Context: an optimization exercise on an open-source flow, tuned for small area, a short achievable clock period and few clock cycles per item. The choices shown serve that exercise and are no tape-out recipe. RTL that was checked went through simulation tests only; none was proved equivalent to the original. Power and IR drop assume default switching activity.

the baseline:
==> module tadd_update, before the edit <==
module tadd_update (
    input  logic        action,     
    input  logic [2:0]  channel,
    input  logic [15:0] opnd,       
    input  logic        neg,
    input  logic        ovf,        
    input  logic        hcode,      
    input  logic [3:0]  f,          
    input  logic [2:0]  chg,        
    input  logic [15:0] raw0,
    input  logic        hold0,
    input  logic [15:0] max_x,
    input  logic [15:0] max_y,
    output logic [15:0] raw_n,
    output logic [3:0]  shift_n,
    output logic        hold_n,
    output logic [15:0] value
);
    logic        is_loc, is_tilt, is_press, is_rot;
    logic [5:0]  sh_sum;
    logic [15:0] hi, nh, dm;
    logic [15:0] r;
    logic        rc;
    logic        gt, lo_c, hi_c, hold_d, pin;
    logic [15:0] clamped;
    logic [15:0] avg_s, avg;
    logic        avg_c;
    assign is_loc   = (channel[2:1] == 2'b00);
    assign is_tilt  = (channel[2:1] == 2'b01);
    assign is_press = (channel[2:1] == 2'b10);
    assign is_rot   = (channel == CH_ROT);
    assign sh_sum = {2'b00, f} + {{3{chg[2]}}, chg};
    always_comb
    begin
        if (sh_sum[5])
            shift_n = 4'd0;
        else if (sh_sum[4])
            shift_n = 4'd15;
        else
            shift_n = sh_sum[3:0];
    end
    always_comb
    begin
        if (is_loc)
            hi = channel[0] ? max_y : max_x;
        else if (is_tilt)
            hi = TILT_MAX;
        else if (is_rot)
            hi = ROT_MAX;
        else
            hi = PRESS_MAX;
    end
    assign nh = ~hi;
    assign dm = opnd ^ {16{neg}};
    tadd_add #(.W(16)) u_r (.a(raw0), .b(dm), .cin(neg), .sum(r), .cout(rc));
    tadd_carry #(.W(16)) u_t (.a(r), .b(nh), .cin(1'b0), .cout(gt));
    assign lo_c = !is_rot && neg && (ovf || !rc);
    assign hi_c = gt || (!is_rot && !neg && (ovf || rc));
    assign hold_d = is_press ? (hold0 ? neg : hcode) : hold0;
    assign pin    = is_press && hold_d;
    always_comb
    begin
        if (pin)
            clamped = HOLD_VAL;
        else if (lo_c)
            clamped = 16'd0;
        else if (hi_c)
            clamped = hi;
        else
            clamped = r;
    end
    assign {avg_c, avg_s} = {1'b0, clamped} + {1'b0, raw0};
    assign avg            = {avg_c, avg_s[15:1]};
    always_comb
    begin
        if (action == ACT_LOAD)
        begin
            raw_n  = opnd;
            hold_n = hold0;
            value  = opnd;
        end
        else
        begin
            raw_n  = clamped;
            hold_n = hold_d;
            value  = is_loc ? avg : clamped;
        end
    end
endmodule
Settings: LEC_CHECK=0, ABC_AREA=1, ABC_CLOCK_PERIOD_IN_PS=4000, CAP_MARGIN=20, CORE_MARGIN=2, CORE_UTILIZATION=40, CTS_BUF_LIST=sky130_fd_sc_hd__clkbuf_8, CTS_CLUSTER_DIAMETER=60, CTS_CLUSTER_SIZE=16, PLACE_DENSITY=0.75, SLEW_MARGIN=20, TNS_END_PERCENT=10; clock period 10.0 ns.
standard.sh (not shown) runs the stock make flow with config.mk's settings and CLKGATE_MAP_FILE= SYNTH_SCRIPT=/design/flow/synth_recipe.tcl, a recipe that flattens the netlist after the stock synthesis.
==> flow/flow/run.sh <==
#!/bin/bash
# The standard layout, with synthesis leaving adders to abc instead of
# mapping them to the half and full adder cells first, the port buffers
# made of plain buf_2 cells, and timing repair aimed at a setup slack of
# 5.35 ns (the clock period and constraints are unchanged).
export ADDER_MAP_FILE=
export BUFFER_PORTS_ARGS="-buffer_cell sky130_fd_sc_hd__buf_2"
export SETUP_SLACK_MARGIN=5.35
bash standard.sh > standard.log 2>&1
Testbench counts of the baseline, summed over its fixed seeds: cycles 24,016, items 24,000.
[inputs] the candidate vs the baseline
--- a/flow/design.v
+++ b/flow/design.v
@@ -233,5 +233,5 @@
             clamped = r;
     end
-    assign {avg_c, avg_s} = {1'b0, clamped} + {1'b0, raw0};
+    tadd_add #(.W(16)) u_avg (.a(clamped), .b(raw0), .cin(1'b0), .sum(avg_s), .cout(avg_c));
     assign avg            = {avg_c, avg_s[15:1]};
     always_comb
[summary]
The candidate ended with every stage complete and zero timing, DRC or antenna violations. met3 routing resource usage after global routing in the candidate is 0.45 points above the baseline. Looking at total routed wire length on the met1 layer across the candidate and the baseline, the one that comes out higher is the baseline. Comparing the candidate with the baseline, the layout filler cell count came out essentially unchanged. On core area, the candidate and the baseline are basically level. HPWL after detailed placement in the candidate vs the baseline: down 4.5%. Area growth from synthesis to layout: the candidate and the baseline compared, higher one is the baseline. The candidate vs the baseline: total chip power down by a few percent.
Testbench counts of the candidate, summed over its fixed seeds: cycles 24,016, items 24,000.

* * *

Another version of the RTL of tablet_adaptive_delta_decoder_unit (not shown whole).
Size in the first run: ~400 flip-flops, about 130 I/O pins, roughly 21000 sq um of cells after synthesis.
==> flow/config.mk <==
export PLATFORM = sky130hd
export DESIGN_NAME = tablet_adaptive_delta_decoder_unit
export DESIGN_NICKNAME = tablet_adaptive_delta_decoder_unit
export VERILOG_FILES = /design/flow/design.v
export SDC_FILE = /design/flow/constraint.sdc
export NUM_CORES = 4
export LEC_CHECK = 0
export ABC_AREA = 1
export ABC_CLOCK_PERIOD_IN_PS = 4000
export CAP_MARGIN = 20
export CORE_MARGIN = 2
export CORE_UTILIZATION = 40
export CTS_BUF_LIST = sky130_fd_sc_hd__clkbuf_8
export CTS_CLUSTER_DIAMETER = 60
export CTS_CLUSTER_SIZE = 16
export SLEW_MARGIN = 20
export TNS_END_PERCENT = 10
==> flow/constraint.sdc <==
create_clock -name core_clock -period 10.0 [get_ports {clk}]
set_input_delay 2.0000 -clock core_clock [delete_from_list [all_inputs] [get_ports {clk}]]
set_output_delay 2.0000 -clock core_clock [all_outputs]
set_load 0.01 [all_outputs]
==> flow/flow/run.sh <==
#!/bin/bash
# The standard layout, with synthesis leaving adders to abc instead of
# mapping them to the half and full adder cells first, the port buffers
# made of plain buf_2 cells, and timing repair aimed at a setup slack of
# 5.5 ns (the clock period and constraints are unchanged).
export ADDER_MAP_FILE=
export BUFFER_PORTS_ARGS="-buffer_cell sky130_fd_sc_hd__buf_2"
export SETUP_SLACK_MARGIN=5.5
bash standard.sh > standard.log 2>&1
Testbench counts at the start, summed over its fixed seeds: cycles 24,016, items 24,000.
Next try:
--- a/flow/design.v
+++ b/flow/design.v
@@ -169,14 +169,14 @@
     input  logic        ovf,        
     input  logic        hcode,      
     input  logic [3:0]  f,          
     input  logic [2:0]  chg,        
     input  logic [15:0] raw0,
     input  logic        hold0,
-    input  logic [15:0] max_x,
-    input  logic [15:0] max_y,
+    input  logic [15:0] max_x_n,    
+    input  logic [15:0] max_y_n,
     output logic [15:0] raw_n,
     output logic [3:0]  shift_n,
     output logic        hold_n,
     output logic [15:0] value
 );
     logic        is_loc, is_tilt, is_press, is_rot;
@@ -205,21 +205,21 @@
         else
             shift_n = sh_sum[3:0];
     end
     always_comb
     begin
         if (is_loc)
-            hi = channel[0] ? max_y : max_x;
+            nh = channel[0] ? max_y_n : max_x_n;
         else if (is_tilt)
-            hi = TILT_MAX;
+            nh = ~TILT_MAX;
         else if (is_rot)
-            hi = ROT_MAX;
+            nh = ~ROT_MAX;
         else
-            hi = PRESS_MAX;
+            nh = ~PRESS_MAX;
     end
-    assign nh = ~hi;
+    assign hi = ~nh;
     tadd_add #(.W(16)) u_r (.a(raw0), .b(opnd), .cin(neg), .sum(r), .cout(rc));
     assign cs_s = raw0 ^ opnd ^ nh;
     assign cs_c = (raw0 & opnd) | (raw0 & nh) | (opnd & nh);
     tadd_carry #(.W(16)) u_t (.a(cs_s), .b({cs_c[14:0], neg}), .cin(1'b0), .cout(tc));
     assign gt = tc ^ cs_c[15] ^ rc;
     assign lo_c = !is_rot && neg && (ovf || !rc);
@@ -291,30 +291,30 @@
     input  logic        pwrite,
     input  logic [2:0]  paddr,
     input  logic [31:0] pwdata,
     output logic [31:0] prdata,
     output logic        pready
 );
-    logic [15:0] max_x_reg, max_y_reg;
+    logic [15:0] max_x_n_reg, max_y_n_reg;
     logic        cfg_wr;
     assign pready = 1'b1;
     assign cfg_wr = psel && penable && pwrite;
-    assign prdata = {16'd0, (paddr[2] == REG_MAX_Y) ? max_y_reg : max_x_reg};
+    assign prdata = {16'd0, ~((paddr[2] == REG_MAX_Y) ? max_y_n_reg : max_x_n_reg)};
     always_ff @(posedge clk or negedge rst_n)
     begin
         if (!rst_n)
         begin
-            max_x_reg <= 16'hffff;
-            max_y_reg <= 16'hffff;
+            max_x_n_reg <= 16'h0000;
+            max_y_n_reg <= 16'h0000;
         end
         else if (cfg_wr)
         begin
             if (paddr[2] == REG_MAX_X)
-                max_x_reg <= pwdata[15:0];
+                max_x_n_reg <= ~pwdata[15:0];
             else
-                max_y_reg <= pwdata[15:0];
+                max_y_n_reg <= ~pwdata[15:0];
         end
     end
     logic s1_valid_reg, out_valid_reg;
     logic out_free, s1_adv;
     assign out_free  = !out_valid_reg || dout_ready;
     assign s1_adv    = s1_valid_reg && out_free;
@@ -438,14 +438,14 @@
         .ovf        (s1_ovf_reg),
         .hcode      (s1_hcode_reg),
         .f          (s1_f_reg),
         .chg        (s1_chg_reg),
         .raw0       (raw0),
         .hold0      (hold0),
-        .max_x      (max_x_reg),
-        .max_y      (max_y_reg),
+        .max_x_n    (max_x_n_reg),
+        .max_y_n    (max_y_n_reg),
         .raw_n      (raw_n),
         .shift_n    (shift_n),
         .hold_n     (hold_n),
         .value      (value)
     );
     always_ff @(posedge clk)
Outcome:
- The new run ran to the end with no violations
- clock power is higher by roughly a tenth
- hold slack is about the same
- sequential cell count is unchanged
- register-to-register slack gets better by 280 ps
- via count is lower slightly
For the second run of this note, only the layout was checked, not whether the RTL still works.

* * *

tablet_adaptive_delta_decoder_unit, a different RTL version from the one above (not shown whole).
Size: ~1,900 cells after synthesis, about 390 flip-flops, roughly 19,000 sq um of cells after synthesis.
==> flow/config.mk <==
export PLATFORM = sky130hd
export DESIGN_NAME = tablet_adaptive_delta_decoder_unit
export DESIGN_NICKNAME = tablet_adaptive_delta_decoder_unit
export VERILOG_FILES = /design/flow/design.v
export SDC_FILE = /design/flow/constraint.sdc
export NUM_CORES = 4
export LEC_CHECK = 0
export ABC_AREA = 1
export ABC_CLOCK_PERIOD_IN_PS = 4000
export CAP_MARGIN = 20
export CORE_MARGIN = 2
export CORE_UTILIZATION = 55
export CTS_BUF_LIST = sky130_fd_sc_hd__clkbuf_8
export CTS_CLUSTER_DIAMETER = 60
export CTS_CLUSTER_SIZE = 16
export PLACE_DENSITY = 0.75
export SLEW_MARGIN = 20
export TNS_END_PERCENT = 10
==> flow/constraint.sdc <==
create_clock -name core_clock -period 10.0 [get_ports {clk}]
set_input_delay 2.0000 -clock core_clock [delete_from_list [all_inputs] [get_ports {clk}]]
set_output_delay 2.0000 -clock core_clock [all_outputs]
set_load 0.01 [all_outputs]
==> flow/flow/run.sh <==
#!/bin/bash
# The standard layout, with synthesis leaving adders to abc instead of
# mapping them to the half and full adder cells first, the port buffers
# made of plain buf_2 cells, and timing repair aimed at a setup slack of
# 5.45 ns (the clock period and constraints are unchanged).
export ADDER_MAP_FILE=
export BUFFER_PORTS_ARGS="-buffer_cell sky130_fd_sc_hd__buf_2"
export SETUP_SLACK_MARGIN=5.45
bash standard.sh > standard.log 2>&1
The first run finished clean.
Edit:
--- a/flow/design.v
+++ b/flow/design.v
@@ -168,16 +168,16 @@
     input  logic        neg,
     input  logic        ovf,        
     input  logic        hcode,      
     input  logic [3:0]  f,          
     input  logic [2:0]  chg,        
     input  logic [15:0] raw0,
     input  logic        hold0,
-    input  logic [15:0] max_x_n,    
-    input  logic [15:0] max_y_n,
+    input  logic [15:0] max_x,
+    input  logic [15:0] max_y,
     output logic [15:0] raw_n,
     output logic [3:0]  shift_n,
     output logic        hold_n,
     output logic [15:0] value
 );
     logic        is_loc, is_tilt, is_press, is_rot;
     logic [5:0]  sh_sum;
@@ -201,23 +201,23 @@
             shift_n = 4'd15;
         else
             shift_n = sh_sum[3:0];
     end
     always_comb
     begin
         if (is_loc)
-            nh = channel[0] ? max_y_n : max_x_n;
+            hi = channel[0] ? max_y : max_x;
         else if (is_tilt)
-            nh = ~TILT_MAX;
+            hi = TILT_MAX;
         else if (is_rot)
-            nh = ~ROT_MAX;
+            hi = ROT_MAX;
         else
-            nh = ~PRESS_MAX;
+            hi = PRESS_MAX;
     end
-    assign hi = ~nh;
+    assign nh = ~hi;
     assign dm = opnd ^ {16{neg}};
     tadd_add #(.W(16)) u_r (.a(raw0), .b(dm), .cin(neg), .sum(r), .cout(rc));
     tadd_carry #(.W(16)) u_t (.a(r), .b(nh), .cin(1'b0), .cout(gt));
     assign lo_c = !is_rot && neg && (ovf || !rc);
     assign hi_c = gt || (!is_rot && !neg && (ovf || rc));
     assign hold_d = is_press ? (hold0 ? neg : hcode) : hold0;
     assign pin    = is_press && hold_d;
@@ -275,57 +275,63 @@
     input  logic        penable,
     input  logic        pwrite,
     input  logic [2:0]  paddr,
     input  logic [31:0] pwdata,
     output logic [31:0] prdata,
     output logic        pready
 );
-    logic [15:0] max_x_n_reg, max_y_n_reg;
+    logic [15:0] max_x_reg, max_y_reg;
     logic        cfg_wr;
     assign pready = 1'b1;
     assign cfg_wr = psel && penable && pwrite;
-    assign prdata = {16'd0, ~((paddr[2] == REG_MAX_Y) ? max_y_n_reg : max_x_n_reg)};
+    assign prdata = {16'd0, (paddr[2] == REG_MAX_Y) ? max_y_reg : max_x_reg};
     always_ff @(posedge clk or negedge rst_n)
     begin
         if (!rst_n)
         begin
-            max_x_n_reg <= 16'h0000;
-            max_y_n_reg <= 16'h0000;
+            max_x_reg <= 16'hffff;
+            max_y_reg <= 16'hffff;
         end
         else if (cfg_wr)
         begin
             if (paddr[2] == REG_MAX_X)
-                max_x_n_reg <= ~pwdata[15:0];
+                max_x_reg <= pwdata[15:0];
             else
-                max_y_n_reg <= ~pwdata[15:0];
+                max_y_reg <= pwdata[15:0];
         end
     end
     logic s1_valid_reg, out_valid_reg, clr1_reg, clr2_reg;
+    logic rdy_free_reg, rdy_run_reg;
     logic out_free, s1_adv, in_ready;
+    logic s1_valid_nxt, out_valid_nxt;
     assign out_free  = !out_valid_reg || dout_ready;
     assign s1_adv    = s1_valid_reg && out_free;
     assign in_ready  = !s1_valid_reg || out_free;
-    assign din_ready = in_ready && !clr1_reg && !clr2_reg;
+    assign din_ready = rdy_free_reg || (rdy_run_reg && dout_ready);
+    assign s1_valid_nxt  = din_ready ? din_valid : s1_valid_reg;
+    assign out_valid_nxt = out_free ? s1_valid_reg : out_valid_reg;
     always_ff @(posedge clk or negedge rst_n)
     begin
         if (!rst_n)
         begin
             s1_valid_reg  <= 1'b0;
             out_valid_reg <= 1'b0;
             clr1_reg      <= 1'b1;
             clr2_reg      <= 1'b1;
+            rdy_free_reg  <= 1'b0;
+            rdy_run_reg   <= 1'b0;
         end
         else
         begin
-            clr1_reg <= 1'b0;
-            clr2_reg <= clr1_reg;
-            if (din_ready)
-                s1_valid_reg <= din_valid;
-            if (out_free)
-                out_valid_reg <= s1_valid_reg;
+            clr1_reg      <= 1'b0;
+            clr2_reg      <= clr1_reg;
+            s1_valid_reg  <= s1_valid_nxt;
+            out_valid_reg <= out_valid_nxt;
+            rdy_run_reg   <= !clr1_reg;
+            rdy_free_reg  <= !clr1_reg && !(s1_valid_nxt && out_valid_nxt);
         end
     end
     localparam int DEPTH = 14;
     logic [15:0] raw_mem   [DEPTH];
     logic [3:0]  shift_mem [DEPTH];
     logic [DEPTH-1:0] hold_mem;
     function automatic logic [DEPTH-1:0] entry_sel(input logic tool, input logic [2:0] ch);
@@ -430,16 +436,16 @@
         .neg        (s1_neg_reg),
         .ovf        (s1_ovf_reg),
         .hcode      (s1_hcode_reg),
         .f          (s1_f_reg),
         .chg        (s1_chg_reg),
         .raw0       (s1_raw0_reg),
         .hold0      (s1_hold0_reg),
-        .max_x_n    (max_x_n_reg),
-        .max_y_n    (max_y_n_reg),
+        .max_x      (max_x_reg),
+        .max_y      (max_y_reg),
         .raw_n      (raw_n),
         .shift_n    (shift_n),
         .hold_n     (hold_n),
         .value      (value)
     );
     always_ff @(posedge clk)
     begin
The new run finished with timing, DRC and antenna clean.
Final area decreases slightly.
Power grows by a few percent.
Core utilization decreases by 1.3 points.
Synthesized cell count increases by a few percent.
Via count stays flat.
Clock power is higher by a few percent.
Die area goes up by a few percent.
Maximum frequency climbs by a few percent.
Global-route usage shrinks by 0.50 points.
Hold slack loses 4.0 ps.
Worst setup slack gets better by 180 ps.
Clock-buffer cell count is higher by 1.
Wire length shrinks slightly.
Final cell count went up slightly.
Function was not checked in any run of this note: the RTL went through the layout flow alone.

==> re-timing with driven ports <==
The results above use ideal ports. As a check the final layouts listed here were re-extracted and re-timed, cells and wires unchanged.
Step 1 (the two cells are an assumption about what drives the block):
set clk [get_ports {clk}]
set_driving_cell -lib_cell sky130_fd_sc_hd__clkbuf_16 $clk
set_driving_cell -lib_cell sky130_fd_sc_hd__buf_2 [delete_from_list [all_inputs] $clk]
Step 2 adds t to the input delays and takes it off the output delays; t is the mean of the earliest and latest rising clock arrival at the registers after step 1. Input paths then give back, and output paths get back, about the clock's delay inside the block.
Slacks: ideal / step 1 / step 2; pairs: ideal / step 1.
run | t, ns | setup slack, ns | worst setup path after step 2
the baseline | 0.647 | 5.377 / 5.355 / 4.838 | input to register
the candidate | 0.649 | 5.343 / 5.292 / 4.842 | input to register
the first run of note 2 | 0.663 | 5.425 / 5.373 / 5.062 | input to register
the second run of note 2 | 0.667 | 5.458 / 5.271 / 4.993 | input to register
the first run of note 3 | 0.615 | 5.253 / 5.258 / 4.642 | input to register
the second run of note 3 | 0.643 | 5.433 / 5.379 / 4.941 | input to register
After both steps setup and hold are still met in every run listed. For the first run of note 3, which loses most, drivers alone change the setup slack by +0.005 ns; drivers and shift together by -0.611 ns.
